Context: an optimization exercise on an open-source flow, tuned for small area, a short achievable clock period and few clock cycles per item. The choices shown serve that exercise and are no tape-out recipe.
Where RTL was checked, it was by simulation tests only, not by an equivalence proof against the original.
No functional check of the RTL was part of run 2.

==> flow/design.v, too long to show whole: its modules and the start of the top module <==
// module pe_requant: 1204 lines
// module pe_requant_fa: 10 lines
// module pe_requant_ha: 9 lines
module pe_requant #(
    parameter int ACC_W  = 32,
    parameter int MULT_W = 16,
    parameter int CNT_W  = 16
) (
    input  logic              clk,
    input  logic              rst_n,
    input  logic              in_valid,
    output logic              in_ready,
    input  logic [ACC_W-1:0]  in_acc,
    input  logic [ACC_W-1:0]  in_bias,
    input  logic              in_last,
    output logic              out_valid,
    input  logic              out_ready,
    output logic [7:0]        out_data,
    output logic              out_last,
    input  logic              cfg_we,
    input  logic [MULT_W-1:0] cfg_mult,
    input  logic [4:0]        cfg_shift,
    input  logic [7:0]        cfg_zp,
    output logic              busy,
    output logic [CNT_W-1:0]  out_count
);
  // ...
==> flow/flow/run.sh <==
#!/bin/bash
# Standard layout, with plain buffers (not delay buffers) on the ports and a
# clock tree without dummy loads.
export BUFFER_PORTS_ARGS="-buffer_cell sky130_fd_sc_hd__buf_1"
export CTS_ARGS="-sink_clustering_enable -repair_clock_nets -dont_use_dummy_load -sink_clustering_size 16 -sink_clustering_max_diameter 70 -buf_list {sky130_fd_sc_hd__clkbuf_8}"
bash standard.sh > standard.log 2>&1
==> flow/standard.sh <==
#!/bin/bash
# synth_recipe.tcl (not shown) runs the flow's synth.tcl, then flattens the netlist and writes it again
# the make line also repeats each setting of config.mk as NAME=value (left out here)
make -C /OpenROAD-flow-scripts/flow DESIGN_CONFIG=/design/flow/config.mk WORK_HOME=/design/flow/orfs CLKGATE_MAP_FILE= SYNTH_SCRIPT=/design/flow/synth_recipe.tcl "${@:-finish}"
==> flow/config.mk <==
export PLATFORM = sky130hd
export DESIGN_NAME = pe_requant
export DESIGN_NICKNAME = pe_requant
export VERILOG_FILES = /design/flow/design.v
export SDC_FILE = /design/flow/constraint.sdc
export NUM_CORES = 4
export LEC_CHECK = 0
export ABC_CLOCK_PERIOD_IN_PS = 4400
export CAP_MARGIN = 20
export CORE_MARGIN = 2
export CORE_UTILIZATION = 55
export CTS_BUF_LIST = sky130_fd_sc_hd__clkbuf_4 sky130_fd_sc_hd__clkbuf_8
export CTS_CLUSTER_SIZE = 30
export SETUP_SLACK_MARGIN = 5.0
export SLEW_MARGIN = 20
export SYNTH_HIERARCHICAL = 1
export SYNTH_MINIMUM_KEEP_SIZE = 0
==> flow/constraint.sdc <==
create_clock -name core_clock -period 9.0 [get_ports {clk}]
set_input_delay 1.8000 -clock core_clock [delete_from_list [all_inputs] [get_ports {clk}]]
set_output_delay 1.8000 -clock core_clock [all_outputs]
set_load 0.01 [all_outputs]
==> summary.txt, run 1 <==
CLK BUF=24; fraction of the mapped netlist area in adder cells=27.4%; Arr. time, crit path=2.17 ns; Met1 Wirelength=roughly 27000 um; worst-case hold path end point=r3_last; Die Wd=around 210 um; distinct cell type count after synthesis=slightly above 80; prevailing post-synth register cell=dfxtp_1; Crit path largest cell delay=0.13 ns; Compound-Gate Fraction of Synth Area=approximately 18%; Final Routed Wirelength=around 65000 um; clock-cell share of area=1.38%; IO Pins=127; biggest regs=s2_x (49), s2_y (48), h_dat (36); DRC violations left=0; hold path startpoint=s2_last; Total GRT Usage=29.6%; Multi-input gate area=around 16000 um^2; Avg Vias per Cell=6.25; Critical R2R Launch=bone[4]; grt met2 use=about half; outcome=no timing/DRC/antenna violations
Testbench counts, summed over its fixed seeds: cycles 11,268, items 10,948.
==> run 2, diff against run 1 <==
--- a/flow/design.v
+++ b/flow/design.v
@@ -557,131 +557,126 @@
     pe_requant_fa u_t478 (.a(t388), .b(t305), .c(t387), .s(t478), .co(t479));
     pe_requant_fa u_t480 (.a(t390), .b(t307), .c(t389), .s(t480), .co(t481));
     pe_requant_fa u_t482 (.a(t392), .b(t309), .c(t391), .s(t482), .co(t483));
     assign t484 = ~(t394 ^ t393);
     assign t485 = t394 | t393;
     pe_requant_fa u_t486 (.a(~pp7[33]), .b(pp8[31]), .c(t395), .s(t486), .co(t487));
     assign t488 = ~pp8[32];
     assign t489 = pp8[32];
-    logic [W-1:0] s2_x, s2_y;
-    always_ff @(posedge clk) s2_x[0] <= pp0[0];
-    always_ff @(posedge clk) s2_x[1] <= pp0[1];
-    always_ff @(posedge clk) s2_x[2] <= t396;
-    always_ff @(posedge clk) s2_x[3] <= t398;
-    always_ff @(posedge clk) s2_x[4] <= t400;
-    always_ff @(posedge clk) s2_x[5] <= t402;
-    always_ff @(posedge clk) s2_x[6] <= t404;
-    always_ff @(posedge clk) s2_x[7] <= t406;
-    always_ff @(posedge clk) s2_x[8] <= t408;
-    always_ff @(posedge clk) s2_x[9] <= t410;
-    always_ff @(posedge clk) s2_x[10] <= t412;
-    always_ff @(posedge clk) s2_x[11] <= t414;
-    always_ff @(posedge clk) s2_x[12] <= t416;
-    always_ff @(posedge clk) s2_x[13] <= t418;
-    always_ff @(posedge clk) s2_x[14] <= t420;
-    always_ff @(posedge clk) s2_x[15] <= t422;
-    always_ff @(posedge clk) s2_x[16] <= t424;
-    always_ff @(posedge clk) s2_x[17] <= t426;
-    always_ff @(posedge clk) s2_x[18] <= t428;
-    always_ff @(posedge clk) s2_x[19] <= t430;
-    always_ff @(posedge clk) s2_x[20] <= t432;
-    always_ff @(posedge clk) s2_x[21] <= t434;
-    always_ff @(posedge clk) s2_x[22] <= t436;
-    always_ff @(posedge clk) s2_x[23] <= t438;
-    always_ff @(posedge clk) s2_x[24] <= t440;
-    always_ff @(posedge clk) s2_x[25] <= t442;
-    always_ff @(posedge clk) s2_x[26] <= t444;
-    always_ff @(posedge clk) s2_x[27] <= t446;
-    always_ff @(posedge clk) s2_x[28] <= t448;
-    always_ff @(posedge clk) s2_x[29] <= t450;
-    always_ff @(posedge clk) s2_x[30] <= t452;
-    always_ff @(posedge clk) s2_x[31] <= t454;
-    always_ff @(posedge clk) s2_x[32] <= t456;
-    always_ff @(posedge clk) s2_x[33] <= t458;
-    always_ff @(posedge clk) s2_x[34] <= t460;
-    always_ff @(posedge clk) s2_x[35] <= t462;
-    always_ff @(posedge clk) s2_x[36] <= t464;
-    always_ff @(posedge clk) s2_x[37] <= t466;
-    always_ff @(posedge clk) s2_x[38] <= t468;
-    always_ff @(posedge clk) s2_x[39] <= t470;
-    always_ff @(posedge clk) s2_x[40] <= t472;
-    always_ff @(posedge clk) s2_x[41] <= t474;
-    always_ff @(posedge clk) s2_x[42] <= t476;
-    always_ff @(posedge clk) s2_x[43] <= t478;
-    always_ff @(posedge clk) s2_x[44] <= t480;
-    always_ff @(posedge clk) s2_x[45] <= t482;
-    always_ff @(posedge clk) s2_x[46] <= t484;
-    always_ff @(posedge clk) s2_x[47] <= t486;
-    always_ff @(posedge clk) s2_x[48] <= t488;
-    always_ff @(posedge clk) s2_y[0] <= bneg[0];
-    assign s2_y[1] = 1'b0;
-    always_ff @(posedge clk) s2_y[2] <= bneg[1];
-    always_ff @(posedge clk) s2_y[3] <= t397;
-    always_ff @(posedge clk) s2_y[4] <= t399;
-    always_ff @(posedge clk) s2_y[5] <= t401;
-    always_ff @(posedge clk) s2_y[6] <= t403;
-    always_ff @(posedge clk) s2_y[7] <= t405;
-    always_ff @(posedge clk) s2_y[8] <= t407;
-    always_ff @(posedge clk) s2_y[9] <= t409;
-    always_ff @(posedge clk) s2_y[10] <= t411;
-    always_ff @(posedge clk) s2_y[11] <= t413;
-    always_ff @(posedge clk) s2_y[12] <= t415;
-    always_ff @(posedge clk) s2_y[13] <= t417;
-    always_ff @(posedge clk) s2_y[14] <= t419;
-    always_ff @(posedge clk) s2_y[15] <= t421;
-    always_ff @(posedge clk) s2_y[16] <= t423;
-    always_ff @(posedge clk) s2_y[17] <= t425;
-    always_ff @(posedge clk) s2_y[18] <= t427;
-    always_ff @(posedge clk) s2_y[19] <= t429;
-    always_ff @(posedge clk) s2_y[20] <= t431;
-    always_ff @(posedge clk) s2_y[21] <= t433;
-    always_ff @(posedge clk) s2_y[22] <= t435;
-    always_ff @(posedge clk) s2_y[23] <= t437;
-    always_ff @(posedge clk) s2_y[24] <= t439;
-    always_ff @(posedge clk) s2_y[25] <= t441;
-    always_ff @(posedge clk) s2_y[26] <= t443;
-    always_ff @(posedge clk) s2_y[27] <= t445;
-    always_ff @(posedge clk) s2_y[28] <= t447;
-    always_ff @(posedge clk) s2_y[29] <= t449;
-    always_ff @(posedge clk) s2_y[30] <= t451;
-    always_ff @(posedge clk) s2_y[31] <= t453;
-    always_ff @(posedge clk) s2_y[32] <= t455;
-    always_ff @(posedge clk) s2_y[33] <= t457;
-    always_ff @(posedge clk) s2_y[34] <= t459;
-    always_ff @(posedge clk) s2_y[35] <= t461;
-    always_ff @(posedge clk) s2_y[36] <= t463;
-    always_ff @(posedge clk) s2_y[37] <= t465;
-    always_ff @(posedge clk) s2_y[38] <= t467;
-    always_ff @(posedge clk) s2_y[39] <= t469;
-    always_ff @(posedge clk) s2_y[40] <= t471;
-    always_ff @(posedge clk) s2_y[41] <= t473;
-    always_ff @(posedge clk) s2_y[42] <= t475;
-    always_ff @(posedge clk) s2_y[43] <= t477;
-    always_ff @(posedge clk) s2_y[44] <= t479;
-    always_ff @(posedge clk) s2_y[45] <= t481;
-    always_ff @(posedge clk) s2_y[46] <= t483;
-    always_ff @(posedge clk) s2_y[47] <= t485;
-    always_ff @(posedge clk) s2_y[48] <= t487;
+    logic [W-1:0] a3_p0, a3_g0;
+    always_ff @(posedge clk) a3_p0[0] <= pp0[0] ^ bneg[0];
+    always_ff @(posedge clk) a3_g0[0] <= pp0[0] & bneg[0];
+    always_ff @(posedge clk) a3_p0[1] <= pp0[1];
+    assign a3_g0[1] = 1'b0;
+    always_ff @(posedge clk) a3_p0[2] <= t396 ^ bneg[1];
+    always_ff @(posedge clk) a3_g0[2] <= t396 & bneg[1];
+    always_ff @(posedge clk) a3_p0[3] <= t398 ^ t397;
+    always_ff @(posedge clk) a3_g0[3] <= t398 & t397;
+    always_ff @(posedge clk) a3_p0[4] <= t400 ^ t399;
+    always_ff @(posedge clk) a3_g0[4] <= t400 & t399;
+    always_ff @(posedge clk) a3_p0[5] <= t402 ^ t401;
+    always_ff @(posedge clk) a3_g0[5] <= t402 & t401;
+    always_ff @(posedge clk) a3_p0[6] <= t404 ^ t403;
+    always_ff @(posedge clk) a3_g0[6] <= t404 & t403;
+    always_ff @(posedge clk) a3_p0[7] <= t406 ^ t405;
+    always_ff @(posedge clk) a3_g0[7] <= t406 & t405;
+    always_ff @(posedge clk) a3_p0[8] <= t408 ^ t407;
+    always_ff @(posedge clk) a3_g0[8] <= t408 & t407;
+    always_ff @(posedge clk) a3_p0[9] <= t410 ^ t409;
+    always_ff @(posedge clk) a3_g0[9] <= t410 & t409;
+    always_ff @(posedge clk) a3_p0[10] <= t412 ^ t411;
+    always_ff @(posedge clk) a3_g0[10] <= t412 & t411;
+    always_ff @(posedge clk) a3_p0[11] <= t414 ^ t413;
+    always_ff @(posedge clk) a3_g0[11] <= t414 & t413;
+    always_ff @(posedge clk) a3_p0[12] <= t416 ^ t415;
+    always_ff @(posedge clk) a3_g0[12] <= t416 & t415;
+    always_ff @(posedge clk) a3_p0[13] <= t418 ^ t417;
+    always_ff @(posedge clk) a3_g0[13] <= t418 & t417;
+    always_ff @(posedge clk) a3_p0[14] <= t420 ^ t419;
+    always_ff @(posedge clk) a3_g0[14] <= t420 & t419;
+    always_ff @(posedge clk) a3_p0[15] <= t422 ^ t421;
+    always_ff @(posedge clk) a3_g0[15] <= t422 & t421;
+    always_ff @(posedge clk) a3_p0[16] <= t424 ^ t423;
+    always_ff @(posedge clk) a3_g0[16] <= t424 & t423;
+    always_ff @(posedge clk) a3_p0[17] <= t426 ^ t425;
+    always_ff @(posedge clk) a3_g0[17] <= t426 & t425;
+    always_ff @(posedge clk) a3_p0[18] <= t428 ^ t427;
+    always_ff @(posedge clk) a3_g0[18] <= t428 & t427;
+    always_ff @(posedge clk) a3_p0[19] <= t430 ^ t429;
+    always_ff @(posedge clk) a3_g0[19] <= t430 & t429;
+    always_ff @(posedge clk) a3_p0[20] <= t432 ^ t431;
+    always_ff @(posedge clk) a3_g0[20] <= t432 & t431;
+    always_ff @(posedge clk) a3_p0[21] <= t434 ^ t433;
+    always_ff @(posedge clk) a3_g0[21] <= t434 & t433;
+    always_ff @(posedge clk) a3_p0[22] <= t436 ^ t435;
+    always_ff @(posedge clk) a3_g0[22] <= t436 & t435;
+    always_ff @(posedge clk) a3_p0[23] <= t438 ^ t437;
+    always_ff @(posedge clk) a3_g0[23] <= t438 & t437;
+    always_ff @(posedge clk) a3_p0[24] <= t440 ^ t439;
+    always_ff @(posedge clk) a3_g0[24] <= t440 & t439;
+    always_ff @(posedge clk) a3_p0[25] <= t442 ^ t441;
+    always_ff @(posedge clk) a3_g0[25] <= t442 & t441;
+    always_ff @(posedge clk) a3_p0[26] <= t444 ^ t443;
+    always_ff @(posedge clk) a3_g0[26] <= t444 & t443;
+    always_ff @(posedge clk) a3_p0[27] <= t446 ^ t445;
+    always_ff @(posedge clk) a3_g0[27] <= t446 & t445;
+    always_ff @(posedge clk) a3_p0[28] <= t448 ^ t447;
+    always_ff @(posedge clk) a3_g0[28] <= t448 & t447;
+    always_ff @(posedge clk) a3_p0[29] <= t450 ^ t449;
+    always_ff @(posedge clk) a3_g0[29] <= t450 & t449;
+    always_ff @(posedge clk) a3_p0[30] <= t452 ^ t451;
+    always_ff @(posedge clk) a3_g0[30] <= t452 & t451;
+    always_ff @(posedge clk) a3_p0[31] <= t454 ^ t453;
+    always_ff @(posedge clk) a3_g0[31] <= t454 & t453;
+    always_ff @(posedge clk) a3_p0[32] <= t456 ^ t455;
+    always_ff @(posedge clk) a3_g0[32] <= t456 & t455;
+    always_ff @(posedge clk) a3_p0[33] <= t458 ^ t457;
+    always_ff @(posedge clk) a3_g0[33] <= t458 & t457;
+    always_ff @(posedge clk) a3_p0[34] <= t460 ^ t459;
+    always_ff @(posedge clk) a3_g0[34] <= t460 & t459;
+    always_ff @(posedge clk) a3_p0[35] <= t462 ^ t461;
+    always_ff @(posedge clk) a3_g0[35] <= t462 & t461;
+    always_ff @(posedge clk) a3_p0[36] <= t464 ^ t463;
+    always_ff @(posedge clk) a3_g0[36] <= t464 & t463;
+    always_ff @(posedge clk) a3_p0[37] <= t466 ^ t465;
+    always_ff @(posedge clk) a3_g0[37] <= t466 & t465;
+    always_ff @(posedge clk) a3_p0[38] <= t468 ^ t467;
+    always_ff @(posedge clk) a3_g0[38] <= t468 & t467;
+    always_ff @(posedge clk) a3_p0[39] <= t470 ^ t469;
+    always_ff @(posedge clk) a3_g0[39] <= t470 & t469;
+    always_ff @(posedge clk) a3_p0[40] <= t472 ^ t471;
+    always_ff @(posedge clk) a3_g0[40] <= t472 & t471;
+    always_ff @(posedge clk) a3_p0[41] <= t474 ^ t473;
+    always_ff @(posedge clk) a3_g0[41] <= t474 & t473;
+    always_ff @(posedge clk) a3_p0[42] <= t476 ^ t475;
+    always_ff @(posedge clk) a3_g0[42] <= t476 & t475;
+    always_ff @(posedge clk) a3_p0[43] <= t478 ^ t477;
+    always_ff @(posedge clk) a3_g0[43] <= t478 & t477;
+    always_ff @(posedge clk) a3_p0[44] <= t480 ^ t479;
+    always_ff @(posedge clk) a3_g0[44] <= t480 & t479;
+    always_ff @(posedge clk) a3_p0[45] <= t482 ^ t481;
+    always_ff @(posedge clk) a3_g0[45] <= t482 & t481;
+    always_ff @(posedge clk) a3_p0[46] <= t484 ^ t483;
+    always_ff @(posedge clk) a3_g0[46] <= t484 & t483;
+    always_ff @(posedge clk) a3_p0[47] <= t486 ^ t485;
+    always_ff @(posedge clk) a3_g0[47] <= t486 & t485;
+    always_ff @(posedge clk) a3_p0[48] <= t488 ^ t487;
+    always_ff @(posedge clk) a3_g0[48] <= t488 & t487;
     always_ff @(posedge clk) s2_last <= s1_last;
     logic [W-1:0] p;
     logic [30:0]  hmask;
     logic [9:0]   win;                    
     logic [24:0]  w16;
     logic [16:0]  w8;
     logic [12:0]  w4;
     logic [10:0]  w2;
     logic [40:0]  q;
     logic         sgn, z_fix, o_fix, z_vlo, o_vlo, z_vhi, o_vhi;
-    logic [W-1:0] a3_a, a3_b, a3_s;
-    assign a3_a = s2_x;
-    assign a3_b = s2_y;
-    logic [48:0] a3_g0, a3_p0;
-    assign a3_g0 = a3_a & a3_b;
-    assign a3_p0 = a3_a ^ a3_b;
+    logic [W-1:0] a3_s;
     logic a3_G0, a3_P0;
     assign a3_G0 = a3_g0[1] | (a3_p0[1] & a3_g0[0]);
     assign a3_P0 = a3_p0[1] & a3_p0[0];
     logic a3_G1, a3_P1;
     assign a3_G1 = a3_g0[3] | (a3_p0[3] & a3_g0[2]);
     assign a3_P1 = a3_p0[3] & a3_p0[2];
     logic a3_G2, a3_P2;
     assign a3_G2 = a3_g0[5] | (a3_p0[5] & a3_g0[4]);
==> run 2 against run 1 <==
Effect of this change: still clean on timing, DRC and antenna; critical path type is now input port to register; core utilization up 0.13 points; fmax fell by 1.5%; synthesized cell count increased by 0.83%.
==> summary.txt, run 2 <==
r2r endpoint=a3_p0[17] (was s2_x[32]); CP required=9.49 ns (was 7.20 ns); DIE AREA=43200 um^2 (was 43100 um^2); Slew Limit Headroom=33.1% (was 29.4%); Hold/Removal Path Class=register to register (unchanged); hold path startpoint=s2_last (unchanged); final setup violation count=0 (unchanged); minimum clock period=4.03 ns (was 3.97 ns); Post-synth EDFFs=36 (unchanged); CTS root buf=clkbuf_8 (unchanged); initial antenna violation count=0 (unchanged); top routing layer used=met4 (unchanged); most frequent cells in the layout=xnor2_1, a22oi_1, fa_1 (unchanged); CTS tree=built (unchanged); Die Wd=208 um (about the same); HPWL after detailed placement=44500 um (was 43000 um); core area=40900 um^2 (was 40800 um^2); Num CTS Buffers=23 (was 24); DR iter-0 viols=1601 (was 1590); Die H=208 um (about the same); final worst path period share=44.8% (was 44.1%); DRC violations left=0 (unchanged); FF-to-FF path depth=7 (was 6); worst setup margin=4.97 ns (was 5.03 ns); leading cell types by count after synthesis=xnor2_1, a22oi_1, fa_1 (unchanged); router iterations before antenna repair=6 (was 7); final net count=2748 (was 2730); Post-Syn Area=22900 um^2 (was 22800 um^2); Met1 Wirelength=28000 um (was 27100 um); fin. max-slew vios=0 (unchanged); layout cell share with drive strength beyond 1=7.25% (was 7.27%); Fin. Hold Viols=0 (unchanged); flip-flop and latch count after synthesis=254 (was 255); biggest regs=a3_p0 (49), a3_g0 (47), h_dat (36) (was s2_x (49), s2_y (48), h_dat (36)); count leader, synth=xnor2_1 (unchanged); Crit path largest cell delay=0.33 ns (was 0.13 ns); final instance area=24100 um^2 (was 24000 um^2); WL met3=6220 um (was 5470 um); vias after detailed routing=18100 (was 17500); worst-path fanout max=3 (unchanged); Yosys warnings=9 (unchanged); Max Clk Rate=0.248 GHz (was 0.252 GHz); Slowest cell on crit path=fa_2 (was buf_2); Slew @ Worst Pin=1.00 ns (was 1.06 ns); clk latency of the worst-skew pair=0.62 ns (was 0.61 ns); number of global-route vias before repair=18900 (was 18200); FFs w/ async S/R, synth=27.2% (was 27.1%); RSZ-0062 raised after global routing=true (unchanged); pre-CTS WS=4.06 ns (was 4.36 ns); routed length on met2=30300 um (about the same); area grow syn2layout=5.44% (was 5.37%); number of flip-flops in the largest register=49 (unchanged); Max Cap Violations=0 (unchanged); Arr. time, crit path=4.52 ns (was 2.17 ns); Mean Syn Cell Area=9.88 um^2 (was 9.93 um^2); outcome=no timing/DRC/antenna violations (unchanged); gr ovfl total=0 (unchanged); Routed wire per std cell=23.6 um (was 23.1 um); number of routed nets with antenna violations=0 (unchanged); Port-buffer cells=126 (unchanged); diodes inserted=0 (unchanged); clock sink total=254 (was 255); first-pass GRT wire length=106000 um (was 101000 um); GP Congestion=0.943 (was 0.884); area after detailed placement=23400 um^2 (about the same); Starting Density=55.9% (was 55.8%); post-synth top area cell=fa_1 (unchanged); startpoint types=input port (unchanged); IO Pins=127 (unchanged); Total GRT Usage=30.7% (was 29.6%); Final Routed Wirelength=66400 um (was 64800 um); worst-case hold path end point=r3_last (unchanged); largest net degree at the start of global routing=70 (unchanged); Avg Vias per Cell=6.40 (was 6.25); prevailing post-synth register cell=dfxtp_1 (unchanged); distinct cell type count after synthesis=87 (was 83); Critical R2R Launch=s1_sum[7] (was bone[4]); critical path class=input port to register (was input port to primary output); CP cell instances=buf_1 -> ha_4 -> inv_2 -> fa_2 -> nor2b_1 -> o21a_1 -> o21ai_2 -> a32oi_2 -> a31o_2 -> nand4_1 -> buf_6 -> a21o_1 -> a211o_1 -> a31oi_4 -> nor3_1 -> mux2_2 (was clkbuf_2 -> nor2_4 -> inv_1 -> buf_2); commonest non-fill, non-tap cell in the layout=xnor2_1 (unchanged); std cell rows=74 (unchanged); H-tree levels=1 (unchanged); setup_tns=0 ns (unchanged); Synthesized Nets=2771 (was 2752); Syn Inst Count=2314 (was 2295); sequential-to-total area share from yosys stat=25.3% (was 25.5%); Bufs and invs on worst path=3 (unchanged); skew final=0.0975 ns (was 0.0606 ns); maximum clock path buffer count=3 (unchanged); Largest Register=a3_p0 (was s2_x); top post-synthesis cells by area=fa_1, dfxtp_1, xnor2_1 (unchanged); Worst setup EP type=register (was primary output); flop-to-flop setup slack=5.06 ns (was 5.12 ns); Yosys top cell area share=19.9% (was 20.4%); Hold Path Stages=0 (unchanged); final cell utilization of the core=58.9% (was 58.8%); critical path's top delay family=compound AO/OA/AOI/OAI gates (was buffers and inverters); clk slew on worst S/H paths=0.11 ns (was 0.08 ns)
run 2: layout make-up:
class                   instances  area [um^2]
fillers                      3590        16800
inverters                      68          259
well taps                     532          666
flip-flops and latches        254         5870
multi-input cells            1783        16200
repair buffers                161          778
clock buffers                  23          317
run 2: timing repair:
| item | CTS | global route |
|---|---|---|
| buffers inserted | 5 | 11 |
| pin swaps | 4 | 8 |
| hold buffers | 0 | 0 |
| gates resized for setup | 24 | 47 |
| setup endpoints to repair | 71 | 60 |
run 2: cells by family (layout without fill, tap and decap cells):
logic type / count (synthesis) / in the layout / synth area share (%)
buf+inv: 277 / 252 / 4.55
flops: 254 / 254 / 25.3
compound gates: 589 / 589 / 18.4
simple gates: 444 / 444 / 8.98
fa+ha+maj: 359 / 359 / 27.1
xor+xnor: 350 / 350 / 13.4
mux: 41 / 41 / 2.22
run 2: worst max-delay path by stage:
stage                       endpoint  cells past startpoint  startpoint  slack, ns
after CTS                 s1_sum[32]                     16   in_acc[0]       4.97
after floorplan           s1_sum[32]                     14   in_acc[0]       4.78
after detailed placement  s1_sum[32]                     15   in_acc[0]       4.06
final                     s1_sum[32]                     16  in_bias[0]       4.97
after global routing      s1_sum[32]                     16  in_bias[0]       4.85
after global placement    s1_sum[32]                     15   in_acc[0]       4.11
run 2: routing by layer:
layer / track usage (%) / vias up
li1: - / 8038
met5: 0 / -
met2: 49.1 / 929
met4: 9.49 / 0
met3: 6.57 / 137
met1: 42.1 / 8957
run 2: through the flow:
step,instances,hold slack [ns]
after floorplan,2314,0.310
after global placement,2782,0.310
after detailed placement,2782,0.317
after CTS,2810,0.341
after global routing,2821,0.349
final,2821,0.336
run 2: Yosys stat by module (local to each module, per instance):
module / times used / cells / cell area [um^2] / flops+latches
pe_requant_ha: 18 / 1 / 12.5 / 0
pe_requant_fa: 220 / 1 / 20.0 / 0
pe_requant: 1 / 2076 / 18200 / 254

## separate check: timing with driven ports
Ports are ideal in the flow. The routed layouts listed here were re-timed in OpenROAD. Step 1, drivers: a clkbuf_16 drives clk and a buf_2 each remaining input, both assumed. Step 2 times the ports against the registers' clock, not the clock port: input delays grow and output delays shrink by t, the midpoint of the rising clock arrivals with the driver on. Three values: no drivers, after step 1, after step 2; two values: the first two.
| run | t (ns) | setup slack, ns | worst hold slack (ns) | latest minus earliest clock arrival (ns) | pins driven straight from the clock port |
|---|---|---|---|---|---|
| run 1 | 0.629 | 5.028 / 5.002 / 4.592 | 0.333 / 0.333 / 0.333 | 0.064 / 0.065 | 1 |
| run 2 | 0.624 | 4.965 / 4.996 / 4.372 | 0.336 / 0.336 / 0.336 | 0.100 / 0.100 | 1 |
After both steps setup and hold are still met in every run listed. For run 2, which loses most, drivers alone change the setup slack by +0.031 ns; drivers and shift together by -0.593 ns.
